This is an optimization exercise on Yosys and OpenROAD, whose aim is small area, a short achievable clock period and few clock cycles per item, not a production implementation.
Where RTL was checked, it was by simulation tests only, not by an equivalence proof against the original.
No functional check of the RTL was part of run 2.
Power figures rest on the tool's default switching activity, not on a simulated workload.

## flow/design.v (module list and top-level ports; edited modules follow where they fit)
// module fa: 4 lines
// module ha: 4 lines
// module mac_lane: 821 lines
// module relu_neuron_array: 68 lines
module relu_neuron_array
#(
    parameter int N          = 18,
    parameter int LANES      = 4,
    parameter int K_MAX      = 256,
    parameter int SHIFT      = 18,
    parameter int LEAK_SHIFT = 3
) (
    input  logic                 clk,
    input  logic                 rst,
    input  logic                 in_valid,
    output logic                 in_ready,
    input  logic                 in_last,
    input  logic [N-1:0]         in_x,
    input  logic [LANES*N-1:0]   in_w,
    output logic                 out_valid,
    input  logic                 out_ready,
    output logic [LANES*N-1:0]   out_data,
    output logic                 err_ovf
);
  // ...
==> flow/flow/run.sh <==
#!/bin/bash
cp standard.sh standard.sh.log
bash standard.sh finish SETUP_SLACK_MARGIN=6.3 "BUFFER_PORTS_ARGS=-buffer_cell sky130_fd_sc_hd__buf_2" > standard.log 2>&1
==> flow/standard.sh <==
#!/bin/bash
# synth_recipe.tcl (not shown) runs the flow's synth.tcl, then flattens the netlist and writes it again
# the make line also repeats each setting of config.mk as NAME=value (left out here)
make -C /OpenROAD-flow-scripts/flow DESIGN_CONFIG=/design/flow/config.mk WORK_HOME=/design/flow/orfs CLKGATE_MAP_FILE= SYNTH_SCRIPT=/design/flow/synth_recipe.tcl "${@:-finish}"
==> flow/config.mk <==
export PLATFORM = sky130hd
export DESIGN_NAME = relu_neuron_array
export DESIGN_NICKNAME = relu_neuron_array
export VERILOG_FILES = /design/flow/design.v
export SDC_FILE = /design/flow/constraint.sdc
export NUM_CORES = 4
export LEC_CHECK = 0
export CAP_MARGIN = 20
export CORE_MARGIN = 2
export CORE_UTILIZATION = 65
export CTS_BUF_LIST = sky130_fd_sc_hd__clkbuf_4 sky130_fd_sc_hd__clkbuf_8
export SLEW_MARGIN = 20
export SYNTH_HIERARCHICAL = 1
export SYNTH_MINIMUM_KEEP_SIZE = 0
==> flow/constraint.sdc <==
create_clock -name core_clock -period 10.0 [get_ports {clk}]
set_input_delay 2.0000 -clock core_clock [delete_from_list [all_inputs] [get_ports {clk}]]
set_output_delay 2.0000 -clock core_clock [all_outputs]
set_load 0.01 [all_outputs]
==> summary.md, run 1 <==
| Metric | Value |
|---|---|
| Status | `timing/DRC/antenna clean` |
| Area of all placed cells without fillers | `between 0.05 and 0.06 sq mm` |
| Max incr delay on CP | `slightly below 0.4 ns` |
| Primary flip-flop cell chosen by synthesis mapping | `sky130_fd_sc_hd__dfxtp_1` |
| Post-CTS Repair Setup Buffers | `9` |
| Drt initial violations | `between 3,000 and 4,000` |
| Power consumed by sequential cells | `4.77 mW` |
| Filler-free cell count of the finished design | `6,153` |
| Met3 layer usage reported by global route | `0.07693` |
| CTS tree | `yes` |
| Largest registers ranked by flip-flop count | `g_lane.u_lane.acc0_q (176), g_lane.u_lane.acc1_q (176), g_lane.u_lane.w_q (72)` |
| Seq/Total Area, Yosys | `0.2427` |
| Worst reg2reg endpoint | `g_lane[3].u_lane.acc0_q[17]$_DFF_P_` |
| R2r setup slk | `around 6.4 ns` |
| Number of non-clock buffers in the layout | `~240` |
| Multiplexer area fraction after synthesis | `0.002875` |
| Ys Warns | `8` |
| Count of H-tree levels built during CTS | `3` |
| Die area | `roughly 0.086 sq mm` |
| Flop and latch count out of synthesis | `slightly above 600` |
| Clock tree buffer depth | `3` |
| Wire length on met2 | `63,410 um` |
| Core footprint | `roughly 0.083 sq mm` |
| Layer with the highest usage | `met2` |
| Slew margin rel. | `0.2642` |
| Die extent in x | `~300 um` |
| Simple-gate area share of the yosys netlist | `0.09377` |
| Number of sinks driven by the clock tree | `slightly above 600` |
| WL final | `between 100,000 and 150,000 um` |
| Sequential portion of the cell area | `0.2288` |
| Via total after detailed routing | `between 30,000 and 40,000` |
| Vias in the first global route | `between 40,000 and 50,000` |
| Average instance area after synthesis | `approximately 11 sq um` |
| Worst path setup slack after routing | `around 6.3 ns` |
| Number of clock buffers in the layout | `160` |
| Clock network latency to the later pin of the worst-skew pair | `0.77 ns` |
| Layout Skew | `between 0.03 and 0.04 ns` |
| Hold Crit Depth | `2` |
| Min cycle time layout | `between 3 and 4 ns` |
| Top Layer Used | `met5` |
Testbench counts, summed over its fixed seeds: cycles 16,199, vectors 480.
==> module relu_neuron_array, before the edit <==
module relu_neuron_array
#(
    parameter int N          = 18,
    parameter int LANES      = 4,
    parameter int K_MAX      = 256,
    parameter int SHIFT      = 18,
    parameter int LEAK_SHIFT = 3
) (
    input  logic                 clk,
    input  logic                 rst,
    input  logic                 in_valid,
    output logic                 in_ready,
    input  logic                 in_last,
    input  logic [N-1:0]         in_x,
    input  logic [LANES*N-1:0]   in_w,
    output logic                 out_valid,
    input  logic                 out_ready,
    output logic [LANES*N-1:0]   out_data,
    output logic                 err_ovf
);
    logic [7:0]      cnt_q;       
    logic            b_q;         
    logic            bc_q;        
    logic            start_q;     
    logic            p_q;         
    logic            v_q;         
    logic            err_q;
    logic fire, close, mv, keep_d;
    assign in_ready = !((bc_q && (v_q || p_q)) || (p_q && v_q));
    assign fire     = in_valid && in_ready;
    assign close    = fire && (in_last || (&cnt_q));
    assign mv       = p_q && (!v_q || out_ready);
    assign keep_d   = !(fire && (b_q ? bc_q : start_q));
    always_ff @(posedge clk or negedge rst) begin
        if (!rst) begin
            cnt_q   <= '0;
            b_q     <= 1'b0;
            bc_q    <= 1'b0;
            start_q <= 1'b1;
            p_q     <= 1'b0;
            v_q     <= 1'b0;
            err_q   <= 1'b0;
        end else begin
            if (close)      cnt_q <= '0;
            else if (fire)  cnt_q <= cnt_q + 8'd1;
            if (close && !in_last) err_q <= 1'b1;
            b_q  <= fire;
            bc_q <= close;
            if (b_q) start_q <= bc_q;
            p_q  <= bc_q || (p_q && !mv);
            v_q  <= mv || (v_q && !out_ready);
        end
    end
    for (genvar i = 0; i < LANES; i++) begin : g_lane
        mac_lane u_lane (
            .clk  (clk),
            .fire (fire),
            .x    (in_x),
            .w    (in_w[i*N +: N]),
            .keep_d (keep_d),
            .mv   (mv),
            .res  (out_data[i*N +: N-1])
        );
        assign out_data[i*N+N-1] = 1'b0;
    end
    assign out_valid = v_q;
    assign err_ovf   = err_q;
endmodule
==> run 2: changes to the inputs <==
--- a/flow/design.v
+++ b/flow/design.v
@@ -9,115 +9,119 @@
     assign s  = a ^ b;
     assign co = a & b;
 endmodule
 module mac_lane (
     input  logic        clk,
     input  logic        fire,   
     input  logic [17:0] x,
     input  logic [17:0] w,
-    input  logic        keep_d,  
+    input  logic        keep_d0,  
+    input  logic        keep_d1,  
     input  logic        mv,     
     output logic [16:0] res
 );
     logic [8:0]  one_q, two_q, neg_q;    
     logic [17:0] w_q;
-    logic        keep, clr;    
+    logic        keep0, clr0, keep1, clr1;   
     logic [18:0] xe;
     assign xe = {x, 1'b0};
     always_ff @(posedge clk) begin
         for (int j = 0; j < 9; j++) begin
             one_q[j] <= fire && (xe[2*j+1] ^ xe[2*j]);
             two_q[j] <= fire && ((xe[2*j+2] && !xe[2*j+1] && !xe[2*j]) ||
                                  (!xe[2*j+2] && xe[2*j+1] && xe[2*j]));
             neg_q[j] <= fire && xe[2*j+2];
         end
         w_q <= w;
-        keep <= keep_d;
-        clr  <= !keep_d;
+        keep0 <= keep_d0;
+        clr0  <= !keep_d0;
+        keep1 <= keep_d1;
+        clr1  <= !keep_d1;
     end
-    logic [43:0] acc0_q, acc1_q, acc0_d, acc1_d;
+    logic [43:0] acc0_q, acc0_d;
+    logic [35:0] acc1_q, acc1_d;
     wire s0, c0;
-    ha u_s0 (neg_q[6], (acc0_q[12] & keep), s0, c0);
+    ha u_s0 (neg_q[6], (acc0_q[12] & keep0), s0, c0);
     wire s1, c1;
-    ha u_s1 ((acc0_q[13] & keep), (acc1_q[13] & ~clr), s1, c1);
+    ha u_s1 ((acc0_q[13] & keep0), (acc1_q[13] & ~clr0), s1, c1);
     wire s2, c2;
-    fa u_s2 (neg_q[7], (acc0_q[14] & keep), (acc1_q[14] & ~clr), s2, c2);
+    fa u_s2 (neg_q[7], (acc0_q[14] & keep0), (acc1_q[14] & ~clr0), s2, c2);
     wire s3, c3;
     ha u_s3 ((((one_q[0] & w_q[14]) | (two_q[0] & w_q[13])) ^ neg_q[0]), (((one_q[1] & w_q[12]) | (two_q[1] & w_q[11])) ^ neg_q[1]), s3, c3);
     wire s4, c4;
-    fa u_s4 ((acc0_q[15] & keep), (acc1_q[15] & ~clr), (((one_q[0] & w_q[15]) | (two_q[0] & w_q[14])) ^ neg_q[0]), s4, c4);
+    fa u_s4 ((acc0_q[15] & keep0), (acc1_q[15] & ~clr0), (((one_q[0] & w_q[15]) | (two_q[0] & w_q[14])) ^ neg_q[0]), s4, c4);
     wire s5, c5;
     ha u_s5 ((((one_q[1] & w_q[13]) | (two_q[1] & w_q[12])) ^ neg_q[1]), (((one_q[2] & w_q[11]) | (two_q[2] & w_q[10])) ^ neg_q[2]), s5, c5);
     wire s6, c6;
-    fa u_s6 (neg_q[8], (acc0_q[16] & keep), (acc1_q[16] & ~clr), s6, c6);
+    fa u_s6 (neg_q[8], (acc0_q[16] & keep0), (acc1_q[16] & ~clr0), s6, c6);
     wire s7, c7;
     fa u_s7 ((((one_q[0] & w_q[16]) | (two_q[0] & w_q[15])) ^ neg_q[0]), (((one_q[1] & w_q[14]) | (two_q[1] & w_q[13])) ^ neg_q[1]), (((one_q[2] & w_q[12]) | (two_q[2] & w_q[11])) ^ neg_q[2]), s7, c7);
     wire s8, c8;
     ha u_s8 ((((one_q[3] & w_q[10]) | (two_q[3] & w_q[9])) ^ neg_q[3]), (((one_q[4] & w_q[8]) | (two_q[4] & w_q[7])) ^ neg_q[4]), s8, c8);
     wire s9, c9;
-    fa u_s9 ((acc0_q[17] & keep), (acc1_q[17] & ~clr), (((one_q[0] & w_q[17]) | (two_q[0] & w_q[16])) ^ neg_q[0]), s9, c9);
+    fa u_s9 ((acc0_q[17] & keep0), (acc1_q[17] & ~clr0), (((one_q[0] & w_q[17]) | (two_q[0] & w_q[16])) ^ neg_q[0]), s9, c9);
     wire s10, c10;
     fa u_s10 ((((one_q[1] & w_q[15]) | (two_q[1] & w_q[14])) ^ neg_q[1]), (((one_q[2] & w_q[13]) | (two_q[2] & w_q[12])) ^ neg_q[2]), (((one_q[3] & w_q[11]) | (two_q[3] & w_q[10])) ^ neg_q[3]), s10, c10);
     wire s11, c11;
     ha u_s11 ((((one_q[4] & w_q[9]) | (two_q[4] & w_q[8])) ^ neg_q[4]), (((one_q[5] & w_q[7]) | (two_q[5] & w_q[6])) ^ neg_q[5]), s11, c11);
     wire s12, c12;
-    assign s12 = ~((acc0_q[18] & keep) ^ (acc1_q[18] & ~clr));
-    assign c12 = (acc0_q[18] & keep) | (acc1_q[18] & ~clr);
+    assign s12 = ~((acc0_q[18] & keep0) ^ (acc1_q[18] & ~clr0));
+    assign c12 = (acc0_q[18] & keep0) | (acc1_q[18] & ~clr0);
     wire s13, c13;
     fa u_s13 (~(((one_q[0] | two_q[0]) & w_q[17]) ^ neg_q[0]), (((one_q[1] & w_q[16]) | (two_q[1] & w_q[15])) ^ neg_q[1]), (((one_q[2] & w_q[14]) | (two_q[2] & w_q[13])) ^ neg_q[2]), s13, c13);
     wire s14, c14;
     fa u_s14 ((((one_q[3] & w_q[12]) | (two_q[3] & w_q[11])) ^ neg_q[3]), (((one_q[4] & w_q[10]) | (two_q[4] & w_q[9])) ^ neg_q[4]), (((one_q[5] & w_q[8]) | (two_q[5] & w_q[7])) ^ neg_q[5]), s14, c14);
     wire s15, c15;
-    assign s15 = ~((acc0_q[19] & keep) ^ (acc1_q[19] & ~clr));
-    assign c15 = (acc0_q[19] & keep) | (acc1_q[19] & ~clr);
+    assign s15 = ~((acc0_q[19] & keep0) ^ (acc1_q[19] & ~clr0));
+    assign c15 = (acc0_q[19] & keep0) | (acc1_q[19] & ~clr0);
     wire s16, c16;
     fa u_s16 ((((one_q[1] & w_q[17]) | (two_q[1] & w_q[16])) ^ neg_q[1]), (((one_q[2] & w_q[15]) | (two_q[2] & w_q[14])) ^ neg_q[2]), (((one_q[3] & w_q[13]) | (two_q[3] & w_q[12])) ^ neg_q[3]), s16, c16);
     wire s17, c17;
     ha u_s17 ((((one_q[4] & w_q[11]) | (two_q[4] & w_q[10])) ^ neg_q[4]), (((one_q[5] & w_q[9]) | (two_q[5] & w_q[8])) ^ neg_q[5]), s17, c17);
     wire s18, c18;
-    fa u_s18 ((acc0_q[20] & keep), (acc1_q[20] & ~clr), ~(((one_q[1] | two_q[1]) & w_q[17]) ^ neg_q[1]), s18, c18);
+    fa u_s18 ((acc0_q[20] & keep0), (acc1_q[20] & ~clr0), ~(((one_q[1] | two_q[1]) & w_q[17]) ^ neg_q[1]), s18, c18);
     wire s19, c19;
     fa u_s19 ((((one_q[2] & w_q[16]) | (two_q[2] & w_q[15])) ^ neg_q[2]), (((one_q[3] & w_q[14]) | (two_q[3] & w_q[13])) ^ neg_q[3]), (((one_q[4] & w_q[12]) | (two_q[4] & w_q[11])) ^ neg_q[4]), s19, c19);
     wire s20, c20;
-    assign s20 = ~((acc0_q[21] & keep) ^ (acc1_q[21] & ~clr));
-    assign c20 = (acc0_q[21] & keep) | (acc1_q[21] & ~clr);
+    assign s20 = ~((acc0_q[21] & keep0) ^ (acc1_q[21] & ~clr0));
+    assign c20 = (acc0_q[21] & keep0) | (acc1_q[21] & ~clr0);
     wire s21, c21;
     ha u_s21 ((((one_q[2] & w_q[17]) | (two_q[2] & w_q[16])) ^ neg_q[2]), (((one_q[3] & w_q[15]) | (two_q[3] & w_q[14])) ^ neg_q[3]), s21, c21);
     wire s22, c22;
-    fa u_s22 ((acc0_q[22] & keep), (acc1_q[22] & ~clr), ~(((one_q[2] | two_q[2]) & w_q[17]) ^ neg_q[2]), s22, c22);
+    fa u_s22 ((acc0_q[22] & keep1), (acc1_q[22] & ~clr1), ~(((one_q[2] | two_q[2]) & w_q[17]) ^ neg_q[2]), s22, c22);
     wire s23, c23;
-    assign s23 = ~(acc0_q[23] & keep);
-    assign c23 = (acc0_q[23] & keep);
+    assign s23 = ~(acc0_q[23] & keep1);
+    assign c23 = (acc0_q[23] & keep1);
     wire s24, c24;
-    ha u_s24 (neg_q[3], (acc0_q[6] & keep), s24, c24);
+    ha u_s24 (neg_q[3], (acc0_q[6] & keep0), s24, c24);
     wire s25, c25;
-    ha u_s25 ((acc0_q[7] & keep), (acc1_q[7] & ~clr), s25, c25);
+    ha u_s25 ((acc0_q[7] & keep0), (acc1_q[7] & ~clr0), s25, c25);
     wire s26, c26;
-    fa u_s26 (neg_q[4], (acc0_q[8] & keep), (acc1_q[8] & ~clr), s26, c26);
+    fa u_s26 (neg_q[4], (acc0_q[8] & keep0), (acc1_q[8] & ~clr0), s26, c26);
     wire s27, c27;
     ha u_s27 ((((one_q[0] & w_q[8]) | (two_q[0] & w_q[7])) ^ neg_q[0]), (((one_q[1] & w_q[6]) | (two_q[1] & w_q[5])) ^ neg_q[1]), s27, c27);
     wire s28, c28;
-    fa u_s28 ((acc0_q[9] & keep), (acc1_q[9] & ~clr), (((one_q[0] & w_q[9]) | (two_q[0] & w_q[8])) ^ neg_q[0]), s28, c28);
+    fa u_s28 ((acc0_q[9] & keep0), (acc1_q[9] & ~clr0), (((one_q[0] & w_q[9]) | (two_q[0] & w_q[8])) ^ neg_q[0]), s28, c28);
     wire s29, c29;
     ha u_s29 ((((one_q[1] & w_q[7]) | (two_q[1] & w_q[6])) ^ neg_q[1]), (((one_q[2] & w_q[5]) | (two_q[2] & w_q[4])) ^ neg_q[2]), s29, c29);
     wire s30, c30;
-    fa u_s30 (neg_q[5], (acc0_q[10] & keep), (acc1_q[10] & ~clr), s30, c30);
+    fa u_s30 (neg_q[5], (acc0_q[10] & keep0), (acc1_q[10] & ~clr0), s30, c30);
     wire s31, c31;
     fa u_s31 ((((one_q[0] & w_q[10]) | (two_q[0] & w_q[9])) ^ neg_q[0]), (((one_q[1] & w_q[8]) | (two_q[1] & w_q[7])) ^ neg_q[1]), (((one_q[2] & w_q[6]) | (two_q[2] & w_q[5])) ^ neg_q[2]), s31, c31);
     wire s32, c32;
     ha u_s32 ((((one_q[3] & w_q[4]) | (two_q[3] & w_q[3])) ^ neg_q[3]), (((one_q[4] & w_q[2]) | (two_q[4] & w_q[1])) ^ neg_q[4]), s32, c32);
     wire s33, c33;
-    fa u_s33 ((acc0_q[11] & keep), (acc1_q[11] & ~clr), (((one_q[0] & w_q[11]) | (two_q[0] & w_q[10])) ^ neg_q[0]), s33, c33);
+    fa u_s33 ((acc0_q[11] & keep0), (acc1_q[11] & ~clr0), (((one_q[0] & w_q[11]) | (two_q[0] & w_q[10])) ^ neg_q[0]), s33, c33);
     wire s34, c34;
     fa u_s34 ((((one_q[1] & w_q[9]) | (two_q[1] & w_q[8])) ^ neg_q[1]), (((one_q[2] & w_q[7]) | (two_q[2] & w_q[6])) ^ neg_q[2]), (((one_q[3] & w_q[5]) | (two_q[3] & w_q[4])) ^ neg_q[3]), s34, c34);
     wire s35, c35;
     ha u_s35 ((((one_q[4] & w_q[3]) | (two_q[4] & w_q[2])) ^ neg_q[4]), (((one_q[5] & w_q[1]) | (two_q[5] & w_q[0])) ^ neg_q[5]), s35, c35);
     wire s36, c36;
-    fa u_s36 ((acc1_q[12] & ~clr), (((one_q[0] & w_q[12]) | (two_q[0] & w_q[11])) ^ neg_q[0]), (((one_q[1] & w_q[10]) | (two_q[1] & w_q[9])) ^ neg_q[1]), s36, c36);
+    fa u_s36 ((acc1_q[12] & ~clr0), (((one_q[0] & w_q[12]) | (two_q[0] & w_q[11])) ^ neg_q[0]), (((one_q[1] & w_q[10]) | (two_q[1] & w_q[9])) ^ neg_q[1]), s36, c36);
     wire s37, c37;
     fa u_s37 ((((one_q[2] & w_q[8]) | (two_q[2] & w_q[7])) ^ neg_q[2]), (((one_q[3] & w_q[6]) | (two_q[3] & w_q[5])) ^ neg_q[3]), (((one_q[4] & w_q[4]) | (two_q[4] & w_q[3])) ^ neg_q[4]), s37, c37);
     wire s38, c38;
     fa u_s38 ((((one_q[5] & w_q[2]) | (two_q[5] & w_q[1])) ^ neg_q[5]), ((one_q[6] & w_q[0]) ^ neg_q[6]), s0, s38, c38);
     wire s39, c39;
     fa u_s39 ((((one_q[0] & w_q[13]) | (two_q[0] & w_q[12])) ^ neg_q[0]), (((one_q[1] & w_q[11]) | (two_q[1] & w_q[10])) ^ neg_q[1]), (((one_q[2] & w_q[9]) | (two_q[2] & w_q[8])) ^ neg_q[2]), s39, c39);
     wire s40, c40;
     fa u_s40 ((((one_q[3] & w_q[7]) | (two_q[3] & w_q[6])) ^ neg_q[3]), (((one_q[4] & w_q[5]) | (two_q[4] & w_q[4])) ^ neg_q[4]), (((one_q[5] & w_q[3]) | (two_q[5] & w_q[2])) ^ neg_q[5]), s40, c40);
@@ -173,62 +177,62 @@
     fa u_s65 (s21, c18, c19, s65, c65);
     wire s66, c66;
     fa u_s66 ((((one_q[3] & w_q[16]) | (two_q[3] & w_q[15])) ^ neg_q[3]), (((one_q[4] & w_q[14]) | (two_q[4] & w_q[13])) ^ neg_q[4]), (((one_q[5] & w_q[12]) | (two_q[5] & w_q[11])) ^ neg_q[5]), s66, c66);
     wire s67, c67;
     fa u_s67 ((((one_q[6] & w_q[10]) | (two_q[6] & w_q[9])) ^ neg_q[6]), (((one_q[7] & w_q[8]) | (two_q[7] & w_q[7])) ^ neg_q[7]), (((one_q[8] & w_q[6]) | (two_q[8] & w_q[5])) ^ neg_q[8]), s67, c67);
     wire s68, c68;
     fa u_s68 (c20, c21, s22, s68, c68);
     wire s69, c69;
-    fa u_s69 ((acc1_q[23] & ~clr), (((one_q[3] & w_q[17]) | (two_q[3] & w_q[16])) ^ neg_q[3]), (((one_q[4] & w_q[15]) | (two_q[4] & w_q[14])) ^ neg_q[4]), s69, c69);
+    fa u_s69 ((acc1_q[23] & ~clr1), (((one_q[3] & w_q[17]) | (two_q[3] & w_q[16])) ^ neg_q[3]), (((one_q[4] & w_q[15]) | (two_q[4] & w_q[14])) ^ neg_q[4]), s69, c69);
     wire s70, c70;
     fa u_s70 ((((one_q[5] & w_q[13]) | (two_q[5] & w_q[12])) ^ neg_q[5]), (((one_q[6] & w_q[11]) | (two_q[6] & w_q[10])) ^ neg_q[6]), (((one_q[7] & w_q[9]) | (two_q[7] & w_q[8])) ^ neg_q[7]), s70, c70);
     wire s71, c71;
     fa u_s71 ((((one_q[8] & w_q[7]) | (two_q[8] & w_q[6])) ^ neg_q[8]), s23, c22, s71, c71);
     wire s72, c72;
-    fa u_s72 ((acc0_q[24] & keep), (acc1_q[24] & ~clr), ~(((one_q[3] | two_q[3]) & w_q[17]) ^ neg_q[3]), s72, c72);
+    fa u_s72 ((acc0_q[24] & keep1), (acc1_q[24] & ~clr1), ~(((one_q[3] | two_q[3]) & w_q[17]) ^ neg_q[3]), s72, c72);
     wire s73, c73;
     fa u_s73 ((((one_q[4] & w_q[16]) | (two_q[4] & w_q[15])) ^ neg_q[4]), (((one_q[5] & w_q[14]) | (two_q[5] & w_q[13])) ^ neg_q[5]), (((one_q[6] & w_q[12]) | (two_q[6] & w_q[11])) ^ neg_q[6]), s73, c73);
     wire s74, c74;
     fa u_s74 ((((one_q[7] & w_q[10]) | (two_q[7] & w_q[9])) ^ neg_q[7]), (((one_q[8] & w_q[8]) | (two_q[8] & w_q[7])) ^ neg_q[8]), c23, s74, c74);
     wire s75, c75;
-    assign s75 = ~((acc0_q[25] & keep) ^ (acc1_q[25] & ~clr));
-    assign c75 = (acc0_q[25] & keep) | (acc1_q[25] & ~clr);
+    assign s75 = ~((acc0_q[25] & keep1) ^ (acc1_q[25] & ~clr1));
+    assign c75 = (acc0_q[25] & keep1) | (acc1_q[25] & ~clr1);
     wire s76, c76;
     fa u_s76 ((((one_q[4] & w_q[17]) | (two_q[4] & w_q[16])) ^ neg_q[4]), (((one_q[5] & w_q[15]) | (two_q[5] & w_q[14])) ^ neg_q[5]), (((one_q[6] & w_q[13]) | (two_q[6] & w_q[12])) ^ neg_q[6]), s76, c76);
     wire s77, c77;
     ha u_s77 ((((one_q[7] & w_q[11]) | (two_q[7] & w_q[10])) ^ neg_q[7]), (((one_q[8] & w_q[9]) | (two_q[8] & w_q[8])) ^ neg_q[8]), s77, c77);
     wire s78, c78;
-    fa u_s78 ((acc0_q[26] & keep), (acc1_q[26] & ~clr), ~(((one_q[4] | two_q[4]) & w_q[17]) ^ neg_q[4]), s78, c78);
+    fa u_s78 ((acc0_q[26] & keep1), (acc1_q[26] & ~clr1), ~(((one_q[4] | two_q[4]) & w_q[17]) ^ neg_q[4]), s78, c78);
     wire s79, c79;
     fa u_s79 ((((one_q[5] & w_q[16]) | (two_q[5] & w_q[15])) ^ neg_q[5]), (((one_q[6] & w_q[14]) | (two_q[6] & w_q[13])) ^ neg_q[6]), (((one_q[7] & w_q[12]) | (two_q[7] & w_q[11])) ^ neg_q[7]), s79, c79);
     wire s80, c80;
-    assign s80 = ~((acc0_q[27] & keep) ^ (acc1_q[27] & ~clr));
-    assign c80 = (acc0_q[27] & keep) | (acc1_q[27] & ~clr);
+    assign s80 = ~((acc0_q[27] & keep1) ^ (acc1_q[27] & ~clr1));
+    assign c80 = (acc0_q[27] & keep1) | (acc1_q[27] & ~clr1);
     wire s81, c81;
     ha u_s81 ((((one_q[5] & w_q[17]) | (two_q[5] & w_q[16])) ^ neg_q[5]), (((one_q[6] & w_q[15]) | (two_q[6] & w_q[14])) ^ neg_q[6]), s81, c81);
     wire s82, c82;
-    fa u_s82 ((acc0_q[28] & keep), (acc1_q[28] & ~clr), ~(((one_q[5] | two_q[5]) & w_q[17]) ^ neg_q[5]), s82, c82);
+    fa u_s82 ((acc0_q[28] & keep1), (acc1_q[28] & ~clr1), ~(((one_q[5] | two_q[5]) & w_q[17]) ^ neg_q[5]), s82, c82);
     wire s83, c83;
-    assign s83 = ~(acc0_q[29] & keep);
-    assign c83 = (acc0_q[29] & keep);
+    assign s83 = ~(acc0_q[29] & keep1);
+    assign c83 = (acc0_q[29] & keep1);
     wire s84, c84;
-    ha u_s84 (neg_q[1], (acc0_q[2] & keep), s84, c84);
+    ha u_s84 (neg_q[1], (acc0_q[2] & keep0), s84, c84);
     wire s85, c85;
-    ha u_s85 ((acc0_q[3] & keep), (acc1_q[3] & ~clr), s85, c85);
+    ha u_s85 ((acc0_q[3] & keep0), (acc1_q[3] & ~clr0), s85, c85);
     wire s86, c86;
-    fa u_s86 (neg_q[2], (acc0_q[4] & keep), (acc1_q[4] & ~clr), s86, c86);
+    fa u_s86 (neg_q[2], (acc0_q[4] & keep0), (acc1_q[4] & ~clr0), s86, c86);
     wire s87, c87;
     ha u_s87 ((((one_q[0] & w_q[4]) | (two_q[0] & w_q[3])) ^ neg_q[0]), (((one_q[1] & w_q[2]) | (two_q[1] & w_q[1])) ^ neg_q[1]), s87, c87);
     wire s88, c88;
-    fa u_s88 ((acc0_q[5] & keep), (acc1_q[5] & ~clr), (((one_q[0] & w_q[5]) | (two_q[0] & w_q[4])) ^ neg_q[0]), s88, c88);
+    fa u_s88 ((acc0_q[5] & keep0), (acc1_q[5] & ~clr0), (((one_q[0] & w_q[5]) | (two_q[0] & w_q[4])) ^ neg_q[0]), s88, c88);
     wire s89, c89;
     ha u_s89 ((((one_q[1] & w_q[3]) | (two_q[1] & w_q[2])) ^ neg_q[1]), (((one_q[2] & w_q[1]) | (two_q[2] & w_q[0])) ^ neg_q[2]), s89, c89);
     wire s90, c90;
-    fa u_s90 ((acc1_q[6] & ~clr), (((one_q[0] & w_q[6]) | (two_q[0] & w_q[5])) ^ neg_q[0]), (((one_q[1] & w_q[4]) | (two_q[1] & w_q[3])) ^ neg_q[1]), s90, c90);
+    fa u_s90 ((acc1_q[6] & ~clr0), (((one_q[0] & w_q[6]) | (two_q[0] & w_q[5])) ^ neg_q[0]), (((one_q[1] & w_q[4]) | (two_q[1] & w_q[3])) ^ neg_q[1]), s90, c90);
     wire s91, c91;
     fa u_s91 ((((one_q[2] & w_q[2]) | (two_q[2] & w_q[1])) ^ neg_q[2]), ((one_q[3] & w_q[0]) ^ neg_q[3]), s24, s91, c91);
     wire s92, c92;
     fa u_s92 ((((one_q[0] & w_q[7]) | (two_q[0] & w_q[6])) ^ neg_q[0]), (((one_q[1] & w_q[5]) | (two_q[1] & w_q[4])) ^ neg_q[1]), (((one_q[2] & w_q[3]) | (two_q[2] & w_q[2])) ^ neg_q[2]), s92, c92);
     wire s93, c93;
     fa u_s93 ((((one_q[3] & w_q[1]) | (two_q[3] & w_q[0])) ^ neg_q[3]), c24, s25, s93, c93);
     wire s94, c94;
     fa u_s94 ((((one_q[2] & w_q[4]) | (two_q[2] & w_q[3])) ^ neg_q[2]), (((one_q[3] & w_q[2]) | (two_q[3] & w_q[1])) ^ neg_q[3]), ((one_q[4] & w_q[0]) ^ neg_q[4]), s94, c94);
@@ -310,39 +314,39 @@
     fa u_s132 ((((one_q[7] & w_q[13]) | (two_q[7] & w_q[12])) ^ neg_q[7]), (((one_q[8] & w_q[11]) | (two_q[8] & w_q[10])) ^ neg_q[8]), s80, s132, c132);
     wire s133, c133;
     fa u_s133 (s81, c78, c79, s133, c133);
     wire s134, c134;
     fa u_s134 ((((one_q[6] & w_q[16]) | (two_q[6] & w_q[15])) ^ neg_q[6]), (((one_q[7] & w_q[14]) | (two_q[7] & w_q[13])) ^ neg_q[7]), (((one_q[8] & w_q[12]) | (two_q[8] & w_q[11])) ^ neg_q[8]), s134, c134);
     wire s135, c135;
     fa u_s135 (c80, c81, s82, s135, c135);
     wire s136, c136;
-    fa u_s136 ((acc1_q[29] & ~clr), (((one_q[6] & w_q[17]) | (two_q[6] & w_q[16])) ^ neg_q[6]), (((one_q[7] & w_q[15]) | (two_q[7] & w_q[14])) ^ neg_q[7]), s136, c136);
+    fa u_s136 ((acc1_q[29] & ~clr1), (((one_q[6] & w_q[17]) | (two_q[6] & w_q[16])) ^ neg_q[6]), (((one_q[7] & w_q[15]) | (two_q[7] & w_q[14])) ^ neg_q[7]), s136, c136);
     wire s137, c137;
     fa u_s137 ((((one_q[8] & w_q[13]) | (two_q[8] & w_q[12])) ^ neg_q[8]), s83, c82, s137, c137);
     wire s138, c138;
-    fa u_s138 ((acc0_q[30] & keep), (acc1_q[30] & ~clr), ~(((one_q[6] | two_q[6]) & w_q[17]) ^ neg_q[6]), s138, c138);
+    fa u_s138 ((acc0_q[30] & keep1), (acc1_q[30] & ~clr1), ~(((one_q[6] | two_q[6]) & w_q[17]) ^ neg_q[6]), s138, c138);
     wire s139, c139;
     fa u_s139 ((((one_q[7] & w_q[16]) | (two_q[7] & w_q[15])) ^ neg_q[7]), (((one_q[8] & w_q[14]) | (two_q[8] & w_q[13])) ^ neg_q[8]), c83, s139, c139);
     wire s140, c140;
-    assign s140 = ~((acc0_q[31] & keep) ^ (acc1_q[31] & ~clr));
-    assign c140 = (acc0_q[31] & keep) | (acc1_q[31] & ~clr);
+    assign s140 = ~((acc0_q[31] & keep1) ^ (acc1_q[31] & ~clr1));
+    assign c140 = (acc0_q[31] & keep1) | (acc1_q[31] & ~clr1);
     wire s141, c141;
     ha u_s141 ((((one_q[7] & w_q[17]) | (two_q[7] & w_q[16])) ^ neg_q[7]), (((one_q[8] & w_q[15]) | (two_q[8] & w_q[14])) ^ neg_q[8]), s141, c141);
     wire s142, c142;
-    fa u_s142 ((acc0_q[32] & keep), (acc1_q[32] & ~clr), ~(((one_q[7] | two_q[7]) & w_q[17]) ^ neg_q[7]), s142, c142);
+    fa u_s142 ((acc0_q[32] & keep1), (acc1_q[32] & ~clr1), ~(((one_q[7] | two_q[7]) & w_q[17]) ^ neg_q[7]), s142, c142);
     wire s143, c143;
-    assign s143 = ~(acc0_q[33] & keep);
-    assign c143 = (acc0_q[33] & keep);
+    assign s143 = ~(acc0_q[33] & keep1);
+    assign c143 = (acc0_q[33] & keep1);
     wire s144, c144;
-    ha u_s144 (neg_q[0], (acc0_q[0] & keep), s144, c144);
+    ha u_s144 (neg_q[0], (acc0_q[0] & keep0), s144, c144);
     wire s145, c145;
-    ha u_s145 ((acc0_q[1] & keep), (acc1_q[1] & ~clr), s145, c145);
+    ha u_s145 ((acc0_q[1] & keep0), (acc1_q[1] & ~clr0), s145, c145);
     wire s146, c146;
-    fa u_s146 ((acc1_q[2] & ~clr), (((one_q[0] & w_q[2]) | (two_q[0] & w_q[1])) ^ neg_q[0]), ((one_q[1] & w_q[0]) ^ neg_q[1]), s146, c146);
+    fa u_s146 ((acc1_q[2] & ~clr0), (((one_q[0] & w_q[2]) | (two_q[0] & w_q[1])) ^ neg_q[0]), ((one_q[1] & w_q[0]) ^ neg_q[1]), s146, c146);
     wire s147, c147;
     fa u_s147 ((((one_q[0] & w_q[3]) | (two_q[0] & w_q[2])) ^ neg_q[0]), (((one_q[1] & w_q[1]) | (two_q[1] & w_q[0])) ^ neg_q[1]), c84, s147, c147);
     wire s148, c148;
     fa u_s148 (((one_q[2] & w_q[0]) ^ neg_q[2]), c85, s86, s148, c148);
     wire s149, c149;
     fa u_s149 (c86, c87, s89, s149, c149);
     wire s150, c150;
     fa u_s150 (c89, c88, s90, s150, c150);
@@ -394,222 +398,208 @@
     fa u_s173 (c134, s136, s137, s173, c173);
     wire s174, c174;
     fa u_s174 (c136, s138, s139, s174, c174);
     wire s175, c175;
     fa u_s175 (s140, s141, c138, s175, c175);
     wire s176, c176;
     fa u_s176 ((((one_q[8] & w_q[16]) | (two_q[8] & w_q[15])) ^ neg_q[8]), c140, c141, s176, c176);
     wire s177, c177;
-    fa u_s177 ((acc1_q[33] & ~clr), (((one_q[8] & w_q[17]) | (two_q[8] & w_q[16])) ^ neg_q[8]), s143, s177, c177);
+    fa u_s177 ((acc1_q[33] & ~clr1), (((one_q[8] & w_q[17]) | (two_q[8] & w_q[16])) ^ neg_q[8]), s143, s177, c177);
     wire s178, c178;
-    fa u_s178 ((acc0_q[34] & keep), (acc1_q[34] & ~clr), ~(((one_q[8] | two_q[8]) & w_q[17]) ^ neg_q[8]), s178, c178);
+    fa u_s178 ((acc0_q[34] & keep1), (acc1_q[34] & ~clr1), ~(((one_q[8] | two_q[8]) & w_q[17]) ^ neg_q[8]), s178, c178);
     wire s179, c179;
-    assign s179 = ~(acc0_q[35] & keep);
-    assign c179 = (acc0_q[35] & keep);
+    assign s179 = ~(acc0_q[35] & keep1);
+    assign c179 = (acc0_q[35] & keep1);
     wire s180, c180;
-    assign s180 = ~(acc0_q[36] & keep);
-    assign c180 = (acc0_q[36] & keep);
+    ha u_s180 ((acc1_q[0] & ~clr0), ((one_q[0] & w_q[0]) ^ neg_q[0]), s180, c180);
     wire s181, c181;
-    assign s181 = ~(acc0_q[37] & keep);
-    assign c181 = (acc0_q[37] & keep);
+    fa u_s181 ((((one_q[0] & w_q[1]) | (two_q[0] & w_q[0])) ^ neg_q[0]), c144, s145, s181, c181);
     wire s182, c182;
-    assign s182 = ~(acc0_q[38] & keep);
-    assign c182 = (acc0_q[38] & keep);
+    fa u_s182 (c145, s84, s146, s182, c182);
     wire s183, c183;
-    assign s183 = ~(acc0_q[39] & keep);
-    assign c183 = (acc0_q[39] & keep);
+    fa u_s183 (s85, c146, s147, s183, c183);
     wire s184, c184;
-    assign s184 = ~(acc0_q[40] & keep);
-    assign c184 = (acc0_q[40] & keep);
+    fa u_s184 (s87, c147, s148, s184, c184);
     wire s185, c185;
-    assign s185 = ~(acc0_q[41] & keep);
-    assign c185 = (acc0_q[41] & keep);
+    fa u_s185 (s88, c148, s149, s185, c185);
     wire s186, c186;
-    assign s186 = ~(acc0_q[42] & keep);
-    assign c186 = (acc0_q[42] & keep);
+    fa u_s186 (s91, c149, s150, s186, c186);
     wire s187, c187;
-    assign s187 = ~(acc0_q[43] & keep);
-    assign c187 = (acc0_q[43] & keep);
+    fa u_s187 (s93, c150, s151, s187, c187);
     wire s188, c188;
-    ha u_s188 ((acc1_q[0] & ~clr), ((one_q[0] & w_q[0]) ^ neg_q[0]), s188, c188);
+    fa u_s188 (s95, c151, s152, s188, c188);
     wire s189, c189;
-    fa u_s189 ((((one_q[0] & w_q[1]) | (two_q[0] & w_q[0])) ^ neg_q[0]), c144, s145, s189, c189);
+    fa u_s189 (s97, c152, s153, s189, c189);
     wire s190, c190;
-    fa u_s190 (c145, s84, s146, s190, c190);
+    fa u_s190 (s99, c153, s154, s190, c190);
     wire s191, c191;
-    fa u_s191 (s85, c146, s147, s191, c191);
+    fa u_s191 (s101, c154, s155, s191, c191);
     wire s192, c192;
-    fa u_s192 (s87, c147, s148, s192, c192);
+    fa u_s192 (s103, c155, s156, s192, c192);
     wire s193, c193;
-    fa u_s193 (s88, c148, s149, s193, c193);
+    fa u_s193 (s105, c156, s157, s193, c193);
     wire s194, c194;
-    fa u_s194 (s91, c149, s150, s194, c194);
+    fa u_s194 (s107, c157, s158, s194, c194);
     wire s195, c195;
-    fa u_s195 (s93, c150, s151, s195, c195);
+    fa u_s195 (s109, c158, s159, s195, c195);
     wire s196, c196;
-    fa u_s196 (s95, c151, s152, s196, c196);
+    fa u_s196 (s111, c159, s160, s196, c196);
     wire s197, c197;
-    fa u_s197 (s97, c152, s153, s197, c197);
+    fa u_s197 (s113, c160, s161, s197, c197);
     wire s198, c198;
-    fa u_s198 (s99, c153, s154, s198, c198);
+    fa u_s198 (s115, c161, s162, s198, c198);
     wire s199, c199;
-    fa u_s199 (s101, c154, s155, s199, c199);
+    fa u_s199 (s117, c162, s163, s199, c199);
     wire s200, c200;
-    fa u_s200 (s103, c155, s156, s200, c200);
+    fa u_s200 (s119, c163, s164, s200, c200);
     wire s201, c201;
-    fa u_s201 (s105, c156, s157, s201, c201);
+    fa u_s201 (c119, c164, s165, s201, c201);
     wire s202, c202;
-    fa u_s202 (s107, c157, s158, s202, c202);
+    fa u_s202 (s123, s166, c165, s202, c202);
     wire s203, c203;
-    fa u_s203 (s109, c158, s159, s203, c203);
+    fa u_s203 (c123, c166, s167, s203, c203);
     wire s204, c204;
-    fa u_s204 (s111, c159, s160, s204, c204);
+    fa u_s204 (c125, s168, c167, s204, c204);
     wire s205, c205;
-    fa u_s205 (s113, c160, s161, s205, c205);
+    fa u_s205 (c127, s169, c168, s205, c205);
     wire s206, c206;
-    fa u_s206 (s115, c161, s162, s206, c206);
+    fa u_s206 (c129, s170, c169, s206, c206);
     wire s207, c207;
-    fa u_s207 (s117, c162, s163, s207, c207);
+    fa u_s207 (c131, s171, c170, s207, c207);
     wire s208, c208;
-    fa u_s208 (s119, c163, s164, s208, c208);
+    fa u_s208 (s135, s172, c171, s208, c208);
     wire s209, c209;
-    fa u_s209 (c119, c164, s165, s209, c209);
+    fa u_s209 (c135, c172, s173, s209, c209);
     wire s210, c210;
-    fa u_s210 (s123, s166, c165, s210, c210);
+    fa u_s210 (c137, s174, c173, s210, c210);
     wire s211, c211;
-    fa u_s211 (c123, c166, s167, s211, c211);
+    fa u_s211 (c139, s175, c174, s211, c211);
     wire s212, c212;
-    fa u_s212 (c125, s168, c167, s212, c212);
+    fa u_s212 (s142, s176, c175, s212, c212);
     wire s213, c213;
-    fa u_s213 (c127, s169, c168, s213, c213);
+    fa u_s213 (c142, s177, c176, s213, c213);
     wire s214, c214;
-    fa u_s214 (c129, s170, c169, s214, c214);
+    fa u_s214 (c143, s178, c177, s214, c214);
     wire s215, c215;
-    fa u_s215 (c131, s171, c170, s215, c215);
+    fa u_s215 ((acc1_q[35] & ~clr1), s179, c178, s215, c215);
     wire s216, c216;
-    fa u_s216 (s135, s172, c171, s216, c216);
+    assign s216 = ~((acc0_q[36] & keep1) ^ c179);
+    assign c216 = (acc0_q[36] & keep1) | c179;
     wire s217, c217;
-    fa u_s217 (c135, c172, s173, s217, c217);
+    assign s217 = ~(acc0_q[37] & keep1);
+    assign c217 = (acc0_q[37] & keep1);
     wire s218, c218;
-    fa u_s218 (c137, s174, c173, s218, c218);
+    assign s218 = ~(acc0_q[38] & keep1);
+    assign c218 = (acc0_q[38] & keep1);
     wire s219, c219;
-    fa u_s219 (c139, s175, c174, s219, c219);
+    assign s219 = ~(acc0_q[39] & keep1);
+    assign c219 = (acc0_q[39] & keep1);
     wire s220, c220;
-    fa u_s220 (s142, s176, c175, s220, c220);
+    assign s220 = ~(acc0_q[40] & keep1);
+    assign c220 = (acc0_q[40] & keep1);
     wire s221, c221;
-    fa u_s221 (c142, s177, c176, s221, c221);
+    assign s221 = ~(acc0_q[41] & keep1);
+    assign c221 = (acc0_q[41] & keep1);
     wire s222, c222;
-    fa u_s222 (c143, s178, c177, s222, c222);
+    assign s222 = ~(acc0_q[42] & keep1);
+    assign c222 = (acc0_q[42] & keep1);
     wire s223, c223;
-    fa u_s223 ((acc1_q[35] & ~clr), s179, c178, s223, c223);
-    wire s224, c224;
-    fa u_s224 ((acc1_q[36] & ~clr), c179, s180, s224, c224);
-    wire s225, c225;
-    fa u_s225 ((acc1_q[37] & ~clr), c180, s181, s225, c225);
-    wire s226, c226;
-    fa u_s226 ((acc1_q[38] & ~clr), c181, s182, s226, c226);
-    wire s227, c227;
-    fa u_s227 ((acc1_q[39] & ~clr), c182, s183, s227, c227);
-    wire s228, c228;
-    fa u_s228 ((acc1_q[40] & ~clr), c183, s184, s228, c228);
-    wire s229, c229;
-    fa u_s229 ((acc1_q[41] & ~clr), c184, s185, s229, c229);
-    wire s230, c230;
-    fa u_s230 ((acc1_q[42] & ~clr), c185, s186, s230, c230);
-    wire s231, c231;
-    fa u_s231 ((acc1_q[43] & ~clr), c186, s187, s231, c231);
+    assign s223 = ~(acc0_q[43] & keep1);
+    assign c223 = (acc0_q[43] & keep1);
     assign acc0_d[0] = s144;
-    assign acc1_d[0] = s188;
-    assign acc0_d[1] = s189;
-    assign acc1_d[1] = c188;
-    assign acc0_d[2] = s190;
-    assign acc1_d[2] = c189;
-    assign acc0_d[3] = s191;
-    assign acc1_d[3] = c190;
-    assign acc0_d[4] = s192;
-    assign acc1_d[4] = c191;
-    assign acc0_d[5] = s193;
-    assign acc1_d[5] = c192;
-    assign acc0_d[6] = s194;
-    assign acc1_d[6] = c193;
-    assign acc0_d[7] = s195;
-    assign acc1_d[7] = c194;
-    assign acc0_d[8] = s196;
-    assign acc1_d[8] = c195;
-    assign acc0_d[9] = s197;
-    assign acc1_d[9] = c196;
-    assign acc0_d[10] = s198;
-    assign acc1_d[10] = c197;
-    assign acc0_d[11] = s199;
-    assign acc1_d[11] = c198;
-    assign acc0_d[12] = s200;
-    assign acc1_d[12] = c199;
-    assign acc0_d[13] = s201;
-    assign acc1_d[13] = c200;
-    assign acc0_d[14] = s202;
-    assign acc1_d[14] = c201;
-    assign acc0_d[15] = s203;
-    assign acc1_d[15] = c202;
-    assign acc0_d[16] = s204;
-    assign acc1_d[16] = c203;
-    assign acc0_d[17] = s205;
-    assign acc1_d[17] = c204;
-    assign acc0_d[18] = s206;
-    assign acc1_d[18] = c205;
-    assign acc0_d[19] = s207;
-    assign acc1_d[19] = c206;
-    assign acc0_d[20] = s208;
-    assign acc1_d[20] = c207;
-    assign acc0_d[21] = s209;
-    assign acc1_d[21] = c208;
-    assign acc0_d[22] = s210;
-    assign acc1_d[22] = c209;
-    assign acc0_d[23] = s211;
-    assign acc1_d[23] = c210;
-    assign acc0_d[24] = s212;
-    assign acc1_d[24] = c211;
-    assign acc0_d[25] = s213;
-    assign acc1_d[25] = c212;
-    assign acc0_d[26] = s214;
-    assign acc1_d[26] = c213;
-    assign acc0_d[27] = s215;
-    assign acc1_d[27] = c214;
-    assign acc0_d[28] = s216;
-    assign acc1_d[28] = c215;
-    assign acc0_d[29] = s217;
-    assign acc1_d[29] = c216;
-    assign acc0_d[30] = s218;
-    assign acc1_d[30] = c217;
-    assign acc0_d[31] = s219;
-    assign acc1_d[31] = c218;
-    assign acc0_d[32] = s220;
-    assign acc1_d[32] = c219;
-    assign acc0_d[33] = s221;
-    assign acc1_d[33] = c220;
-    assign acc0_d[34] = s222;
-    assign acc1_d[34] = c221;
-    assign acc0_d[35] = s223;
-    assign acc1_d[35] = c222;
-    assign acc0_d[36] = s224;
-    assign acc1_d[36] = c223;
-    assign acc0_d[37] = s225;
-    assign acc1_d[37] = c224;
-    assign acc0_d[38] = s226;
-    assign acc1_d[38] = c225;
-    assign acc0_d[39] = s227;
-    assign acc1_d[39] = c226;
-    assign acc0_d[40] = s228;
-    assign acc1_d[40] = c227;
-    assign acc0_d[41] = s229;
-    assign acc1_d[41] = c228;
-    assign acc0_d[42] = s230;
-    assign acc1_d[42] = c229;
-    assign acc0_d[43] = s231;
-    assign acc1_d[43] = c230;
+    assign acc1_d[0] = s180;
+    assign acc0_d[1] = s181;
+    assign acc1_d[1] = c180;
+    assign acc0_d[2] = s182;
+    assign acc1_d[2] = c181;
+    assign acc0_d[3] = s183;
+    assign acc1_d[3] = c182;
+    assign acc0_d[4] = s184;
+    assign acc1_d[4] = c183;
+    assign acc0_d[5] = s185;
+    assign acc1_d[5] = c184;
+    assign acc0_d[6] = s186;
+    assign acc1_d[6] = c185;
+    assign acc0_d[7] = s187;
+    assign acc1_d[7] = c186;
+    assign acc0_d[8] = s188;
+    assign acc1_d[8] = c187;
+    assign acc0_d[9] = s189;
+    assign acc1_d[9] = c188;
+    assign acc0_d[10] = s190;
+    assign acc1_d[10] = c189;
+    assign acc0_d[11] = s191;
+    assign acc1_d[11] = c190;
+    assign acc0_d[12] = s192;
+    assign acc1_d[12] = c191;
+    assign acc0_d[13] = s193;
+    assign acc1_d[13] = c192;
+    assign acc0_d[14] = s194;
+    assign acc1_d[14] = c193;
+    assign acc0_d[15] = s195;
+    assign acc1_d[15] = c194;
+    assign acc0_d[16] = s196;
+    assign acc1_d[16] = c195;
+    assign acc0_d[17] = s197;
+    assign acc1_d[17] = c196;
+    assign acc0_d[18] = s198;
+    assign acc1_d[18] = c197;
+    assign acc0_d[19] = s199;
+    assign acc1_d[19] = c198;
+    assign acc0_d[20] = s200;
+    assign acc1_d[20] = c199;
+    assign acc0_d[21] = s201;
+    assign acc1_d[21] = c200;
+    assign acc0_d[22] = s202;
+    assign acc1_d[22] = c201;
+    assign acc0_d[23] = s203;
+    assign acc1_d[23] = c202;
+    assign acc0_d[24] = s204;
+    assign acc1_d[24] = c203;
+    assign acc0_d[25] = s205;
+    assign acc1_d[25] = c204;
+    assign acc0_d[26] = s206;
+    assign acc1_d[26] = c205;
+    assign acc0_d[27] = s207;
+    assign acc1_d[27] = c206;
+    assign acc0_d[28] = s208;
+    assign acc1_d[28] = c207;
+    assign acc0_d[29] = s209;
+    assign acc1_d[29] = c208;
+    assign acc0_d[30] = s210;
+    assign acc1_d[30] = c209;
+    assign acc0_d[31] = s211;
+    assign acc1_d[31] = c210;
+    assign acc0_d[32] = s212;
+    assign acc1_d[32] = c211;
+    assign acc0_d[33] = s213;
+    assign acc1_d[33] = c212;
+    assign acc0_d[34] = s214;
+    assign acc1_d[34] = c213;
+    assign acc0_d[35] = s215;
+    assign acc1_d[35] = c214;
+    wire [43:36] hi_a, hi_b;
+    assign hi_a[36] = s216;
+    assign hi_b[36] = c215;
+    assign hi_a[37] = s217;
+    assign hi_b[37] = c216;
+    assign hi_a[38] = s218;
+    assign hi_b[38] = c217;
+    assign hi_a[39] = s219;
+    assign hi_b[39] = c218;
+    assign hi_a[40] = s220;
+    assign hi_b[40] = c219;
+    assign hi_a[41] = s221;
+    assign hi_b[41] = c220;
+    assign hi_a[42] = s222;
+    assign hi_b[42] = c221;
+    assign hi_a[43] = s223;
+    assign hi_b[43] = c222;
+    assign acc0_d[43:36] = hi_a + hi_b;
     always_ff @(posedge clk) begin
         acc0_q <= acc0_d;
         acc1_q <= acc1_d;
     end
     wire [43:0] pg, gg;
     ha u_pg0 (acc0_q[0], acc1_q[0], pg[0], gg[0]);
     ha u_pg1 (acc0_q[1], acc1_q[1], pg[1], gg[1]);
     ha u_pg2 (acc0_q[2], acc1_q[2], pg[2], gg[2]);
@@ -641,24 +631,32 @@
     ha u_pg28 (acc0_q[28], acc1_q[28], pg[28], gg[28]);
     ha u_pg29 (acc0_q[29], acc1_q[29], pg[29], gg[29]);
     ha u_pg30 (acc0_q[30], acc1_q[30], pg[30], gg[30]);
     ha u_pg31 (acc0_q[31], acc1_q[31], pg[31], gg[31]);
     ha u_pg32 (acc0_q[32], acc1_q[32], pg[32], gg[32]);
     ha u_pg33 (acc0_q[33], acc1_q[33], pg[33], gg[33]);
     ha u_pg34 (acc0_q[34], acc1_q[34], pg[34], gg[34]);
     ha u_pg35 (acc0_q[35], acc1_q[35], pg[35], gg[35]);
-    ha u_pg36 (acc0_q[36], acc1_q[36], pg[36], gg[36]);
-    ha u_pg37 (acc0_q[37], acc1_q[37], pg[37], gg[37]);
-    ha u_pg38 (acc0_q[38], acc1_q[38], pg[38], gg[38]);
-    ha u_pg39 (acc0_q[39], acc1_q[39], pg[39], gg[39]);
-    ha u_pg40 (acc0_q[40], acc1_q[40], pg[40], gg[40]);
-    ha u_pg41 (acc0_q[41], acc1_q[41], pg[41], gg[41]);
-    ha u_pg42 (acc0_q[42], acc1_q[42], pg[42], gg[42]);
-    ha u_pg43 (acc0_q[43], acc1_q[43], pg[43], gg[43]);
+    assign pg[36] = acc0_q[36];
+    assign gg[36] = 1'b0;
+    assign pg[37] = acc0_q[37];
+    assign gg[37] = 1'b0;
+    assign pg[38] = acc0_q[38];
+    assign gg[38] = 1'b0;
+    assign pg[39] = acc0_q[39];
+    assign gg[39] = 1'b0;
+    assign pg[40] = acc0_q[40];
+    assign gg[40] = 1'b0;
+    assign pg[41] = acc0_q[41];
+    assign gg[41] = 1'b0;
+    assign pg[42] = acc0_q[42];
+    assign gg[42] = 1'b0;
+    assign pg[43] = acc0_q[43];
+    assign gg[43] = 1'b0;
     wire gl_16_17 = gg[17] | (pg[17] & gg[16]);
     wire pl_16_17 = pg[17] & pg[16];
     wire gl_15_17 = gl_16_17 | (pl_16_17 & gg[15]);
     wire pl_15_17 = pl_16_17 & pg[15];
     wire gl_13_14 = gg[14] | (pg[14] & gg[13]);
     wire pl_13_14 = pg[14] & pg[13];
     wire gl_13_17 = gl_15_17 | (pl_15_17 & gl_13_14);
     wire pl_13_17 = pl_15_17 & pl_13_14;
@@ -853,48 +851,54 @@
     logic [7:0]      cnt_q;       
     logic            b_q;         
     logic            bc_q;        
     logic            start_q;     
     logic            p_q;         
     logic            v_q;         
     logic            err_q;
     logic fire, close, mv, keep_d;
-    assign in_ready = !((bc_q && (v_q || p_q)) || (p_q && v_q));
-    assign fire     = in_valid && in_ready;
+    logic rdy_q, p_d, v_d;
+    assign in_ready = rdy_q;
+    assign fire     = in_valid && rdy_q;
     assign close    = fire && (in_last || (&cnt_q));
     assign mv       = p_q && (!v_q || out_ready);
+    assign p_d      = bc_q || (p_q && !mv);
+    assign v_d      = mv || (v_q && !out_ready);
     assign keep_d   = !(fire && (b_q ? bc_q : start_q));
     always_ff @(posedge clk or negedge rst) begin
         if (!rst) begin
             cnt_q   <= '0;
             b_q     <= 1'b0;
             bc_q    <= 1'b0;
             start_q <= 1'b1;
+            rdy_q   <= 1'b1;
             p_q     <= 1'b0;
             v_q     <= 1'b0;
             err_q   <= 1'b0;
         end else begin
             if (close)      cnt_q <= '0;
             else if (fire)  cnt_q <= cnt_q + 8'd1;
             if (close && !in_last) err_q <= 1'b1;
             b_q  <= fire;
             bc_q <= close;
             if (b_q) start_q <= bc_q;
-            p_q  <= bc_q || (p_q && !mv);
-            v_q  <= mv || (v_q && !out_ready);
+            p_q  <= p_d;
+            v_q  <= v_d;
+            rdy_q <= !((close && (v_d || p_d)) || (p_d && v_d));
         end
     end
     for (genvar i = 0; i < LANES; i++) begin : g_lane
         mac_lane u_lane (
             .clk  (clk),
             .fire (fire),
             .x    (in_x),
             .w    (in_w[i*N +: N]),
-            .keep_d (keep_d),
+            .keep_d0 (keep_d),
+            .keep_d1 (keep_d),
             .mv   (mv),
             .res  (out_data[i*N +: N-1])
         );
         assign out_data[i*N+N-1] = 1'b0;
     end
     assign out_valid = v_q;
     assign err_ovf   = err_q;
 endmodule
==> flow/flow/run.sh (replaced) <==
#!/bin/bash
cp standard.sh standard.sh.log
bash standard.sh finish SETUP_SLACK_MARGIN=6.45 "BUFFER_PORTS_ARGS=-buffer_cell sky130_fd_sc_hd__buf_2" > standard.log 2>&1
==> run 2 against run 1 <==
Flip-flop and latch count decreased by 23. Synthesized cell count decreased by 2.8%. Critical endpoint is now g_lane[3].u_lane.acc0_q[19]$_DFF_P_. Largest power group unchanged. Register-to-register slack gained 0.13 ns. Critical path type is now reg -> reg. First-iteration DRC count is 0.33% higher. Setup slack gained 0.16 ns.
==> summary.md, run 2 <==
| Metric | Value |
|---|---|
| Status | `timing/DRC/antenna clean` |
| Number of violations of the max-capacitance limit | `0` |
| Number of buffers inserted during clock tree synthesis | `between 100 and 150` |
| Setup TNS after final layout | `0 ns` |
| Placer congestion estimate | `0.8770` |
| Cell type with the highest aggregate area in the netlist | `sky130_fd_sc_hd__fa_1` |
| Vias in the first global route | `39,000 (-3.2%)` |
| Number of sinks driven by the clock tree | `599 (-3.7%)` |
| Dpl cells | `roughly 5,800` |
| Total power density per cell area | `between 300 and 400 mW/mm^2` |
| Worst endpoint required time | `10.62 ns` |
| Cell with the most instances on the worst path | `sky130_fd_sc_hd__fa_1` |
| Most flop-heavy register | `g_lane.u_lane.acc0_q` |
| Largest net degree at the start of global routing | `roughly 110` |
| Signed area change from the synthesized netlist to the final layout | `7.297%` |
| Number of flip-flops in the largest register | `between 150 and 200` |
| Drt pass-1 iters | `8` |
| Number of flops mapped to enable cells by yosys | `between 60 and 70` |
| Most common cell in the netlist | `sky130_fd_sc_hd__fa_1` |
| Die area | `0.08370 sq mm (-2.7%)` |
| Ys Warns | `8 (unchanged)` |
| Filler-free cell count of the finished design | `6,012 (-2.3%)` |
| Cell-by-cell listing of the critical path | `a22oi_1 -> xnor2_1 -> fa_1 -> fa_1 -> fa_1 -> fa_1 -> fa_1` |
| Gate count of the mapped netlist | `4,926` |
| # nets final | `5,985` |
| Data arrival time of the critical path | `4.11 ns` |
| Top area cells in the synthesized netlist | `sky130_fd_sc_hd__fa_1 (28%), sky130_fd_sc_hd__dfxtp_1 (20%), sky130_fd_sc_hd__xnor2_1 (12%)` |
| Crit path capture type | `flip-flop` |
| Sort of element at the start of the critical path | `flip-flop` |
| Initial core utilization | `0.6569` |
| Tightest Pin Transition | `between 0.9 and 1 ns` |
| Routed length per placed instance | `22.63 um` |
| Internal power summed over all cells | `approximately 11 mW` |
| Flop and latch count out of synthesis | `599 (-3.7%)` |
| Slew margin rel. | `0.3367 (+0.07253)` |
| Number of design rule violations left after detail routing | `0` |
| Number of failing setup endpoints in the final timing report | `0` |
| Static leakage | `22.96 nW` |
| Antenna Nets Post-Route | `0` |
| First-pass GRT wire length | `approximately 220,000 um` |
| Primary flip-flop cell chosen by synthesis mapping | `sky130_fd_sc_hd__dfxtp_1` |
| Commonest non-fill, non-tap cell in the layout | `sky130_fd_sc_hd__fa_1` |
| All-layer global routing usage | `0.3331` |
| CTS hold repair buffers | `0` |
| HPWL after detailed placement | `~95,000 um` |
| Clock tree buffer depth | `3 (unchanged)` |
| Library cells used by synthesis | `70` |
| Routed via count divided by cell count | `about 6` |
| Worst-case reg-to-reg path depth | `7` |
| Final max-slew violation count | `0` |
| Leading cell types in the layout, fill and taps excluded | `sky130_fd_sc_hd__fa_1 (732), sky130_fd_sc_hd__xnor2_1 (712), sky130_fd_sc_hd__a22oi_1 (612)` |
| Via total after detailed routing | `36,970 (-4.2%)` |
| Highest-delay cell along the critical path | `sky130_fd_sc_hd__dfxtp_2` |
| Max incr delay on CP | `0.61 ns (+0.22 ns)` |
| Core footprint | `0.08055 sq mm (-3.3%)` |
| Commonest cells in the netlist | `sky130_fd_sc_hd__fa_1 (732), sky130_fd_sc_hd__xnor2_1 (712), sky130_fd_sc_hd__a22oi_1 (612)` |
| WL final | `136,000 um (-2.8%)` |
| Seq/Total Area, Yosys | `0.2410 (-0.001748)` |
| Remaining global-route overflow | `0` |
| CTS Root Cell | `sky130_fd_sc_hd__clkbuf_8` |
| Largest registers ranked by flip-flop count | `g_lane.u_lane.acc0_q (176), g_lane.u_lane.acc1_q (144), g_lane.u_lane.w_q (72)` |
| Count of H-tree levels built during CTS | `3 (unchanged)` |
| Part of the total power dissipated in combinational logic | `0.657` |
| Clock network latency to the later pin of the worst-skew pair | `0.76 ns (about the same)` |
| Net switching fraction of the power | `0.4411` |
| Average instance area after synthesis | `10.74 sq um (about the same)` |
| Worst slack after detailed placement | `~6.2 ns` |
| Area of all placed cells without fillers | `0.05677 sq mm (-2.4%)` |
| Worst path setup slack after routing | `6.502 ns (+0.1567 ns)` |
| Port Buffers | `around 170` |
| Critical Path Fanout Max | `18` |
| Final number of hold-violating endpoints | `0` |
| Fmax | `roughly 290 MHz` |
| Clock Power Share | `0.129` |
| CTS tree | `yes` |
| Critical path class | `reg -> reg` |
| Die extent in x | `289.3 um (-1.4%)` |
| Drt initial violations | `3,068 (+0.33%)` |
| Area post-placement | `around 0.054 sq mm` |
| Layout cell share with drive strength beyond 1 | `0.1307` |
| Worst-case vdd ir drop | `about 0.28 mV` |
| Netlist Area Pre-Place | `approximately 0.053 sq mm` |
| Count of boundary I/O pins | `170` |
| Worst hold path type | `reg -> reg` |
| Final period util | `0.3498` |
| Switching power | `slightly above 9 mW` |
| Sequential share of power | `0.214` |
| Unrepaired setup endpoints after global routing | `true` |
| Layout Skew | `0.03528 ns (+0.0005806 ns)` |
| Initial antenna violation count | `10` |
| Hold Crit Depth | `1 (-1)` |
| Share of flip-flops with an asynchronous set or reset | `0.02504` |
| Worst-path clk slew | `roughly 0.06 ns` |
| Portion of synthesized cell area occupied by the leading cell type | `0.2770` |
| Vertical die dimension | `289.3 um` |
| Number of cell rows | `104` |
| Min cycle time layout | `3.498 ns (-0.1567 ns)` |
[run 2: logic make-up (layout without fill, tap and decap cells)]
group | after synthesis | after routing | share of synthesized area
buffers and inverters | 575 | 595 | 0.04193
AND/OR/NAND/NOR | 847 | 847 | 0.08631
XOR/XNOR | 805 | 805 | 0.1338
other | 1 | 7 | 0.00007087
adder cells (fa/ha/maj) | 1034 | 1034 | 0.3483
AO/OA/AOI/OAI | 1063 | 1063 | 0.1482
flip-flops | 599 | 599 | 0.2410
multiplexers | 2 | 2 | 0.0004256
[run 2: worst paths after layout]
check | from | slack (ns) | end
max | g_lane[3].u_lane.w_q[9]$_DFF_P_ | 6.50 | g_lane[3].u_lane.acc0_q[19]$_DFF_P_
min | err_q$_DFFE_PN0P_ | 0.48 | err_q$_DFFE_PN0P_
max reg2reg | g_lane[3].u_lane.w_q[9]$_DFF_P_ | 6.50 | g_lane[3].u_lane.acc0_q[19]$_DFF_P_
min reg2reg | err_q$_DFFE_PN0P_ | 0.48 | err_q$_DFFE_PN0P_
max in group asynchronous | rst | 8.55 | start_q$_DFF_PN1_
min in group asynchronous | rst | 1.16 | v_q$_DFF_PN0_
[run 2: metal layers]
layer  part of all wire  track usage  up-vias
met1               0.41       0.4490    18460
met2               0.47       0.5350     1604
met3              0.090      0.07795      331
li1                   -            -    16560
met5            0.00078            0        -
met4              0.030       0.1054       18
[run 2: final cells by class]
cell class	count	area, sq um
multi-input combinational	3755	38010
fill	6137	23780
sequential	599	12940
clock buffer	159	2051
timing repair buffer	239	1406
tap	1060	1326
inverter	155	581.8
clock inverter	42	452.9
antenna	3	7.507
[run 2: power groups by stage]
stage	Combinational, mW	Sequential, mW	Clock (mW)
finish	13.5	4.40	2.66
global route	15.7	4.50	2.81
CTS	13.7	4.38	2.72
detailed placement	13.5	4.42	0
global placement	13.0	4.41	0
floorplan	10.4	4.02	0
[run 2: worst max-delay path, delay by kind of cell, from the launching register on]
| kind | cells | cell delay, ns |
|---|---|---|
| adder cells (fa/ha/maj) | 5 | 2.32 |
| flip-flops | 1 | 0.61 |
| XOR/XNOR | 1 | 0.24 |
| AO/OA/AOI/OAI | 1 | 0.18 |
[run 2: per-stage QoR]
stage	hold slack, ns	util	power [mW]
floorplan	0.4502	-	14.45
global placement	0.4550	0.6697	17.40
detailed placement	0.4601	0.6697	17.95
CTS	0.4809	0.7026	20.79
global route	0.5182	0.7048	22.97
finish	0.4789	0.7048	20.57
[run 2: what timing repair did]
action | in CTS | in global routing
setup endpoints to repair | 86 | 114
setup buffers | 1 | 6
hold endpoints to repair | 0 | 0
pin swaps | 0 | 2
gates resized for setup | 99 | 48
[run 2: Yosys stat by module (local to each module, per instance)]
module / flops+latches / cell area (sq um) / cells / times used
ha: 0 / 12.51 / 1 / 240
fa: 0 / 20.02 / 1 / 728
mac_lane: 146 / 8648 / 973 / 4
relu_neuron_array: 15 / 740.7 / 66 / 1

[separate check: timing with driven ports]
In the flow no input, the clock included, has a driving cell. The finished layouts below were timed again as built, in two steps. Step 1, drivers: a clkbuf_16 drives clk and a buf_2 each remaining input, both assumed. Step 2 adds t to the input delays and takes it off the output delays; t is the mean of the earliest and latest rising clock arrival at the registers after step 1. Input paths then give back, and output paths get back, about the clock's delay inside the block. Slacks: no drivers / after step 1 / after step 2; pairs: no drivers / after step 1.
| run | shift t [ns] | setup WS [ns] | worst slew at a driven data input, ns | cell pins on the clock port's net |
|---|---|---|---|---|
| run 1 | 0.820 | 6.346 / 6.278 / 6.179 | 0.13 | 1 |
| run 2 | 0.812 | 6.502 / 6.499 / 6.338 | 0.12 | 1 |
After both steps setup and hold are still met in every run listed. The setup slack of run 1, which loses most, moves by -0.068 ns with the drivers and by -0.167 ns with both steps.
